What follows belongs to an exercise in optimizing a design on an open flow for small area; a production flow would make more cautious choices. The RTL was checked by simulation tests, not by an equivalence proof against the original design. Power and IR drop assume default switching activity.

==> exp/xenon: inputs <==
==> flow/design.v <==
package ariane_pkg;
  localparam int unsigned VLEN          = 64;
  localparam int unsigned CFI_LOG_DEPTH = 8;
  localparam int unsigned DROP_CNT_W    = 16;
  typedef struct packed {
    logic [31:0]     instr;
    logic [VLEN-1:0] addr_pc;
    logic [VLEN-1:0] addr_npc;
    logic [VLEN-1:0] addr_target;
  } cfi_log_t;
endpackage
module cfi_log_queue
#(
  parameter int unsigned NR_COMMIT_PORTS = 2,
  parameter int unsigned DEPTH           = ariane_pkg::CFI_LOG_DEPTH
) (
  input  logic                       clk_i,
  input  logic                       rst_i,
  input  logic [NR_COMMIT_PORTS*(32+3*ariane_pkg::VLEN)-1:0] log_i,
  input  logic [NR_COMMIT_PORTS-1:0] log_valid_i,
  output logic [(32+3*ariane_pkg::VLEN)-1:0] log_o,
  output logic                       log_valid_o,
  input  logic                       log_ready_i,
  output logic                       stall_o,
  output logic                       overflow_o,
  output logic [ariane_pkg::DROP_CNT_W-1:0] drop_cnt_o,
  input  logic                       clear_i
);
  localparam int unsigned LW = 32 + 3*ariane_pkg::VLEN;
  localparam int unsigned DW = ariane_pkg::DROP_CNT_W;
  logic [2:0]    rd_ptr_q, wr_ptr_q, wr_ptr_p1;
  logic [3:0]    count_q;
  logic          full, seven;
  logic          acc0, acc1, first, second, pop;
  logic [1:0]    n_drop;
  logic [7:0]    we, rd_sel;
  logic [LW-1:0] d_even, d_odd;
  logic [DW-1:0] drop_cnt_q, drop_base;
  logic [DW:0]   drop_sum;
  logic          overflow_q;
  logic [LW-1:0] mem_q [8];
  assign full   = count_q[3];
  assign seven  = (count_q == 4'd7);
  assign acc0   = log_valid_i[0] && !full;
  assign acc1   = log_valid_i[1] && !full && !(seven && log_valid_i[0]);
  assign first  = acc0 || acc1;
  assign second = acc0 && acc1;
  assign n_drop = {1'b0, log_valid_i[0] && !acc0} + {1'b0, log_valid_i[1] && !acc1};
  assign pop    = (count_q != 4'd0) && log_ready_i;
  assign wr_ptr_p1 = wr_ptr_q + 3'd1;
  always_comb begin
    for (int k = 0; k < 8; k++) begin
      we[k]     = (first && wr_ptr_q == 3'(k)) || (second && wr_ptr_p1 == 3'(k));
      rd_sel[k] = (rd_ptr_q == 3'(k));
    end
  end
  assign d_even = (!wr_ptr_q[0] && log_valid_i[0]) ? log_i[0 +: LW] : log_i[LW +: LW];
  assign d_odd  = ( wr_ptr_q[0] && log_valid_i[0]) ? log_i[0 +: LW] : log_i[LW +: LW];
  assign drop_base = clear_i ? '0 : drop_cnt_q;
  assign drop_sum  = {1'b0, drop_base} + (DW+1)'(n_drop);
  always_ff @(posedge clk_i or posedge rst_i) begin
    if (rst_i) begin
      rd_ptr_q   <= '0;
      wr_ptr_q   <= '0;
      count_q    <= '0;
      drop_cnt_q <= '0;
      overflow_q <= 1'b0;
    end else begin
      rd_ptr_q   <= rd_ptr_q + 3'(pop);
      wr_ptr_q   <= wr_ptr_q + {1'b0, second, first ^ second};
      count_q    <= count_q + {2'b0, second, first ^ second} - 4'(pop);
      drop_cnt_q <= drop_sum[DW] ? '1 : drop_sum[DW-1:0];
      overflow_q <= (overflow_q && !clear_i) || (n_drop != 2'd0);
    end
  end
  always_ff @(posedge clk_i) begin
    for (int k = 0; k < 8; k += 2) begin
      if (we[k])   mem_q[k]   <= d_even;
      if (we[k+1]) mem_q[k+1] <= d_odd;
    end
  end
  always_comb begin
    log_o = '0;
    for (int k = 0; k < 8; k++) log_o = log_o | ({LW{rd_sel[k]}} & mem_q[k]);
  end
  assign log_valid_o = (count_q != 4'd0);
  assign stall_o     = count_q[3] || seven;
  assign overflow_o  = overflow_q;
  assign drop_cnt_o  = drop_cnt_q;
endmodule
==> flow/run.sh <==
#!/bin/bash
# synth_recipe.tcl (not shown) runs the flow's synth.tcl, then flattens the netlist and writes it again
# the make line also repeats each setting of config.mk as NAME=value (left out here)
make -C /OpenROAD-flow-scripts/flow DESIGN_CONFIG=/design/flow/config.mk WORK_HOME=/design/flow/orfs CLKGATE_MAP_FILE= SYNTH_SCRIPT=/design/flow/synth_recipe.tcl finish
==> flow/config.mk <==
export PLATFORM = sky130hd
export DESIGN_NAME = cfi_log_queue
export DESIGN_NICKNAME = cfi_log_queue
export VERILOG_FILES = /design/flow/design.v
export SDC_FILE = /design/flow/constraint.sdc
export NUM_CORES = 4
export LEC_CHECK = 0
export CAP_MARGIN = 20
export CORE_MARGIN = 2
export CORE_UTILIZATION = 50
export SLEW_MARGIN = 20
==> flow/constraint.sdc <==
create_clock -name core_clock -period 6.0 [get_ports {clk_i}]
set_input_delay 1.2000 -clock core_clock [delete_from_list [all_inputs] [get_ports {clk_i}]]
set_output_delay 1.2000 -clock core_clock [all_outputs]
set_load 0.01 [all_outputs]
==> exp/indigo: changes against exp/xenon <==
==> flow/design.v, changed modules only <==
module cfi_log_queue
#(
  parameter int unsigned NR_COMMIT_PORTS = 2,
  parameter int unsigned DEPTH           = ariane_pkg::CFI_LOG_DEPTH
) (
  input  logic                       clk_i,
  input  logic                       rst_i,
  input  logic [NR_COMMIT_PORTS*(32+3*ariane_pkg::VLEN)-1:0] log_i,
  input  logic [NR_COMMIT_PORTS-1:0] log_valid_i,
  output logic [(32+3*ariane_pkg::VLEN)-1:0] log_o,
  output logic                       log_valid_o,
  input  logic                       log_ready_i,
  output logic                       stall_o,
  output logic                       overflow_o,
  output logic [ariane_pkg::DROP_CNT_W-1:0] drop_cnt_o,
  input  logic                       clear_i
);
  localparam int unsigned LW = 32 + 3*ariane_pkg::VLEN;
  localparam int unsigned DW = ariane_pkg::DROP_CNT_W;
  logic [2:0]    rd_ptr_q, wr_ptr_q, wr_ptr_p1;
  logic [3:0]    count_q;
  logic          full, seven;
  logic          acc0, acc1, first, second, pop;
  logic [1:0]    n_drop;
  logic [7:0]    we, rd_sel;   
  logic [LW-1:0] d_even, d_odd;
  logic [DW-1:0] drop_cnt_q, drop_base;
  logic [DW:0]   drop_sum;
  logic          overflow_q;
  logic [LW-1:0] mem_q [8];
  assign full   = count_q[3];
  assign seven  = (count_q == 4'd7);
  assign acc0   = log_valid_i[0] && !full;
  assign acc1   = log_valid_i[1] && !full && !(seven && log_valid_i[0]);
  assign first  = acc0 || acc1;
  assign second = acc0 && acc1;
  assign n_drop = {1'b0, log_valid_i[0] && !acc0} + {1'b0, log_valid_i[1] && !acc1};
  assign pop    = (count_q != 4'd0) && log_ready_i;
  assign wr_ptr_p1 = wr_ptr_q + 3'd1;
  always_comb begin
    for (int k = 0; k < 8; k++) begin
      we[k]     = (first && wr_ptr_q == 3'(k)) || (second && wr_ptr_p1 == 3'(k));
      rd_sel[k] = (rd_ptr_q != 3'(k));
    end
  end
  assign d_even = ~((!wr_ptr_q[0] && log_valid_i[0]) ? log_i[0 +: LW] : log_i[LW +: LW]);
  assign d_odd  = ~(( wr_ptr_q[0] && log_valid_i[0]) ? log_i[0 +: LW] : log_i[LW +: LW]);
  assign drop_base = clear_i ? '0 : drop_cnt_q;
  assign drop_sum  = {1'b0, drop_base} + (DW+1)'(n_drop);
  always_ff @(posedge clk_i or posedge rst_i) begin
    if (rst_i) begin
      rd_ptr_q   <= '0;
      wr_ptr_q   <= '0;
      count_q    <= '0;
      drop_cnt_q <= '0;
      overflow_q <= 1'b0;
    end else begin
      rd_ptr_q   <= rd_ptr_q + 3'(pop);
      wr_ptr_q   <= wr_ptr_q + {1'b0, second, first ^ second};
      count_q    <= count_q + {2'b0, second, first ^ second} - 4'(pop);
      drop_cnt_q <= drop_sum[DW] ? '1 : drop_sum[DW-1:0];
      overflow_q <= (overflow_q && !clear_i) || (n_drop != 2'd0);
    end
  end
  always_ff @(posedge clk_i) begin
    for (int k = 0; k < 8; k += 2) begin
      if (we[k])   mem_q[k]   <= d_even;
      if (we[k+1]) mem_q[k+1] <= d_odd;
    end
  end
  for (genvar b = 0; b < LW; b++) begin : g_rd
    cfi_log_queue_rd_bit u_rd (
      .sel_i (rd_sel),
      .d_i   ({mem_q[7][b], mem_q[6][b], mem_q[5][b], mem_q[4][b],
               mem_q[3][b], mem_q[2][b], mem_q[1][b], mem_q[0][b]}),
      .q_o   (log_o[b])
    );
  end
  assign log_valid_o = (count_q != 4'd0);
  assign stall_o     = count_q[3] || seven;
  assign overflow_o  = overflow_q;
  assign drop_cnt_o  = drop_cnt_q;
endmodule
module cfi_log_queue_rd_bit (
  input  logic [7:0] sel_i,
  input  logic [7:0] d_i,
  output logic       q_o
);
  logic [3:0] p;
  for (genvar g = 0; g < 4; g++) begin : g_pair
    cfi_log_queue_oai22 u_p (.a_i(sel_i[2*g +: 2]), .b_i(d_i[2*g +: 2]), .y_o(p[g]));
  end
  assign q_o = |p;
endmodule
module cfi_log_queue_oai22 (
  input  logic [1:0] a_i,
  input  logic [1:0] b_i,
  output logic       y_o
);
  assign y_o = ~&(a_i | b_i);
endmodule
==> flow/flow/run.sh (new file) <==
#!/bin/bash
# Layout flow: the standard ORFS flow (standard.sh, unchanged synthesis), with
#  - port buffers made of the smallest buffer cell (buf_1) instead of clkdlybuf4s50_1,
#  - a clock tree whose leaf buffers are clkbuf_8 driving clusters of up to 20 flip-flops,
#    with clkbuf_16 for the root and the trunk, and no dummy loads.
# make's full output goes to make.log here; each ORFS step's full log is in orfs/logs/.
set -euo pipefail
CTS="-sink_clustering_enable -repair_clock_nets -dont_use_dummy_load"
CTS="$CTS -sink_buffer_max_cap_derate 1.0"
CTS="$CTS -root_buf sky130_fd_sc_hd__clkbuf_16 -tree_buf sky130_fd_sc_hd__clkbuf_16"
CTS="$CTS -buf_list sky130_fd_sc_hd__clkbuf_8 -sink_clustering_buffer sky130_fd_sc_hd__clkbuf_8"
CTS="$CTS -sink_clustering_size 20 -sink_clustering_max_diameter 40"
bash standard.sh \
  "BUFFER_PORTS_ARGS=-buffer_cell sky130_fd_sc_hd__buf_1" \
  "CTS_ARGS=$CTS" \
  finish > make.log 2>&1
==> flow/standard.sh (new file) <==
#!/bin/bash
# synth_recipe.tcl (not shown) runs the flow's synth.tcl, then flattens the netlist and writes it again
# the make line also repeats each setting of config.mk as NAME=value (left out here)
make -C /OpenROAD-flow-scripts/flow DESIGN_CONFIG=/design/flow/config.mk WORK_HOME=/design/flow/orfs CLKGATE_MAP_FILE= SYNTH_SCRIPT=/design/flow/synth_recipe.tcl "${@:-finish}"
CAP_MARGIN = 5   (was 20)
CORE_UTILIZATION = 65   (was 50)
SLEW_MARGIN = 5   (was 20)
SYNTH_HIERARCHICAL = 1   (was unset)
SYNTH_MINIMUM_KEEP_SIZE = 0   (was unset)
removed: flow/run.sh
==> exp/ember: changes against exp/xenon <==
==> flow/design.v, changed modules only <==
module cfi_log_queue
#(
  parameter int unsigned NR_COMMIT_PORTS = 2,
  parameter int unsigned DEPTH           = ariane_pkg::CFI_LOG_DEPTH
) (
  input  logic                       clk_i,
  input  logic                       rst_i,
  input  logic [NR_COMMIT_PORTS*(32+3*ariane_pkg::VLEN)-1:0] log_i,
  input  logic [NR_COMMIT_PORTS-1:0] log_valid_i,
  output logic [(32+3*ariane_pkg::VLEN)-1:0] log_o,
  output logic                       log_valid_o,
  input  logic                       log_ready_i,
  output logic                       stall_o,
  output logic                       overflow_o,
  output logic [ariane_pkg::DROP_CNT_W-1:0] drop_cnt_o,
  input  logic                       clear_i
);
  localparam int unsigned LW = 32 + 3*ariane_pkg::VLEN;
  localparam int unsigned DW = ariane_pkg::DROP_CNT_W;
  logic [2:0]    rd_ptr_q, wr_ptr_q, wr_ptr_p1;
  logic [3:0]    count_q;
  logic          full, seven;
  logic          acc0, acc1, first, second, pop;
  logic [1:0]    n_drop;
  logic [7:0]    we, rd_sel;   
  logic [LW-1:0] d_even, d_odd;
  logic [DW-1:0] drop_cnt_q, drop_base;
  logic [DW:0]   drop_sum;
  logic          overflow_q;
  logic [LW-1:0] mem_q [8];
  assign full   = count_q[3];
  assign seven  = (count_q == 4'd7);
  assign acc0   = log_valid_i[0] && !full;
  assign acc1   = log_valid_i[1] && !full && !(seven && log_valid_i[0]);
  assign first  = acc0 || acc1;
  assign second = acc0 && acc1;
  assign n_drop = {1'b0, log_valid_i[0] && !acc0} + {1'b0, log_valid_i[1] && !acc1};
  assign pop    = (count_q != 4'd0) && log_ready_i;
  assign wr_ptr_p1 = wr_ptr_q + 3'd1;
  always_comb begin
    for (int k = 0; k < 8; k++) begin
      we[k]     = (first && wr_ptr_q == 3'(k)) || (second && wr_ptr_p1 == 3'(k));
      rd_sel[k] = (rd_ptr_q != 3'(k));
    end
  end
  assign d_even = ~((!wr_ptr_q[0] && log_valid_i[0]) ? log_i[0 +: LW] : log_i[LW +: LW]);
  assign d_odd  = ~(( wr_ptr_q[0] && log_valid_i[0]) ? log_i[0 +: LW] : log_i[LW +: LW]);
  assign drop_base = clear_i ? '0 : drop_cnt_q;
  assign drop_sum  = {1'b0, drop_base} + (DW+1)'(n_drop);
  always_ff @(posedge clk_i or posedge rst_i) begin
    if (rst_i) begin
      rd_ptr_q   <= '0;
      wr_ptr_q   <= '0;
      count_q    <= '0;
      drop_cnt_q <= '0;
      overflow_q <= 1'b0;
    end else begin
      rd_ptr_q   <= rd_ptr_q + 3'(pop);
      wr_ptr_q   <= wr_ptr_q + {1'b0, second, first ^ second};
      count_q    <= count_q + {2'b0, second, first ^ second} - 4'(pop);
      drop_cnt_q <= drop_sum[DW] ? '1 : drop_sum[DW-1:0];
      overflow_q <= (overflow_q && !clear_i) || (n_drop != 2'd0);
    end
  end
  always_ff @(posedge clk_i) begin
    for (int k = 0; k < 8; k += 2) begin
      if (we[k])   mem_q[k]   <= d_even;
      if (we[k+1]) mem_q[k+1] <= d_odd;
    end
  end
  for (genvar b = 0; b < LW; b++) begin : g_rd
    cfi_log_queue_rd_bit u_rd (
      .sel_i (rd_sel),
      .d_i   ({mem_q[7][b], mem_q[6][b], mem_q[5][b], mem_q[4][b],
               mem_q[3][b], mem_q[2][b], mem_q[1][b], mem_q[0][b]}),
      .q_o   (log_o[b])
    );
  end
  assign log_valid_o = (count_q != 4'd0);
  assign stall_o     = count_q[3] || seven;
  assign overflow_o  = overflow_q;
  assign drop_cnt_o  = drop_cnt_q;
endmodule
module cfi_log_queue_rd_bit (
  input  logic [7:0] sel_i,
  input  logic [7:0] d_i,
  output logic       q_o
);
  logic [3:0] p;
  for (genvar g = 0; g < 4; g++) begin : g_pair
    cfi_log_queue_oai22 u_p (.a_i(sel_i[2*g +: 2]), .b_i(d_i[2*g +: 2]), .y_o(p[g]));
  end
  assign q_o = |p;
endmodule
module cfi_log_queue_oai22 (
  input  logic [1:0] a_i,
  input  logic [1:0] b_i,
  output logic       y_o
);
  assign y_o = ~&(a_i | b_i);
endmodule
==> flow/flow/run.sh (new file) <==
#!/bin/bash
# Layout flow: the standard ORFS flow (standard.sh, unchanged synthesis), with
#  - port buffers made of the smallest buffer cell (buf_1) instead of clkdlybuf4s50_1,
#  - a clock tree whose leaf buffers are clkbuf_8 driving clusters of up to 20 flip-flops,
#    with clkbuf_16 for the root and the trunk, and no dummy loads.
# make's full output goes to make.log here; each ORFS step's full log is in orfs/logs/.
set -euo pipefail
CTS="-sink_clustering_enable -repair_clock_nets -dont_use_dummy_load"
CTS="$CTS -sink_buffer_max_cap_derate 1.0"
CTS="$CTS -root_buf sky130_fd_sc_hd__clkbuf_16 -tree_buf sky130_fd_sc_hd__clkbuf_16"
CTS="$CTS -buf_list sky130_fd_sc_hd__clkbuf_8 -sink_clustering_buffer sky130_fd_sc_hd__clkbuf_8"
CTS="$CTS -sink_clustering_size 20 -sink_clustering_max_diameter 40"
bash standard.sh \
  "BUFFER_PORTS_ARGS=-buffer_cell sky130_fd_sc_hd__buf_1" \
  "CTS_ARGS=$CTS" \
  finish > make.log 2>&1
==> flow/standard.sh (new file) <==
#!/bin/bash
# synth_recipe.tcl (not shown) runs the flow's synth.tcl, then flattens the netlist and writes it again
# the make line also repeats each setting of config.mk as NAME=value (left out here)
make -C /OpenROAD-flow-scripts/flow DESIGN_CONFIG=/design/flow/config.mk WORK_HOME=/design/flow/orfs CLKGATE_MAP_FILE= SYNTH_SCRIPT=/design/flow/synth_recipe.tcl "${@:-finish}"
SYNTH_HIERARCHICAL = 1   (was unset)
SYNTH_MINIMUM_KEEP_SIZE = 0   (was unset)
removed: flow/run.sh
==> qor summary <==
metric                                                                                 exp/ember               exp/indigo                exp/xenon
Outcome                                                                  complete, no violations  complete, no violations  complete, no violations
Initial DRC count                                                                           3450                     4142                     3685
Number of distinct standard cells referenced by the synthesized netlist                       43                       43                       54
Part of the power in registers                                                             0.473                    0.479                    0.382
Amount of wire on met3 after detailed routing                                           18360 um                 19950 um                 16620 um
Core area                                                                            134000 um^2              103300 um^2              145600 um^2
Via count of the first global-routing pass                                                 40960                    40490                    43430
Combinational power                                                                     12700 uW                 12700 uW                 17800 uW
Vias per cell                                                                              6.362                    6.835                    6.262
Post-route design area                                                                76490 um^2               75950 um^2               88760 um^2
Tot Pwr                                                                                 37660 uW                 37100 uW                 46680 uW
Nonclk inv count                                                                              27                       27                       31
Count of fill cells added during filler insertion                                          10380                     6454                    10780
Maximum clock rate                                                                    0.2052 GHz               0.2040 GHz               0.1796 GHz
M1 GR Usage                                                                               0.3575                   0.4527                   0.3880
Clock network latency to the later pin of the worst-skew pair                            0.80 ns                  0.75 ns                  0.81 ns
Post-DP HPWL                                                                           102200 um                106700 um                123000 um
First-pass detailed-route iteration total                                                      5                        6                        8
Power in the clock group                                                                 7170 uW                  6610 uW                 11100 uW
Worst Clk Skew                                                                        0.07207 ns               0.05051 ns               0.02384 ns
Die outline height                                                                      371.9 um                 326.7 um                 386.7 um
Post-layout nets                                                                            4993                     4990                     5174
Area fraction of clock buffers and clock inverters                                       0.03903                  0.03460                  0.06516
Sum of routed wire length over all layers                                              194600 um                185800 um                211400 um

[separate check: timing with driven ports]
The flow's constraints put no driver on any port. The routed layouts listed below were extracted and timed again, unchanged, in two steps. Step 1, drivers: a clkbuf_16 drives clk_i and a buf_2 each remaining input, both assumed. Step 2 also shifts input and output timing later by t, the mid clock arrival at the registers, as if the neighbouring blocks saw the same clock. Three values: ideal, step 1, step 2; two values: the first two.
run	shift t [ns]	setup slack, ns	worst setup path after step 2	clock arrival spread, ns	worst slew at a driven data input, ns
exp/xenon	0.877	0.433 / 0.356 / 1.233	register to output	0.034 / 0.035	0.17
exp/indigo	0.800	1.098 / 1.021 / 1.743	input to register	0.062 / 0.062	0.16
exp/ember	0.827	1.126 / 1.047 / 1.725	input to register	0.105 / 0.105	0.18
After both steps every run listed still meets setup and hold.
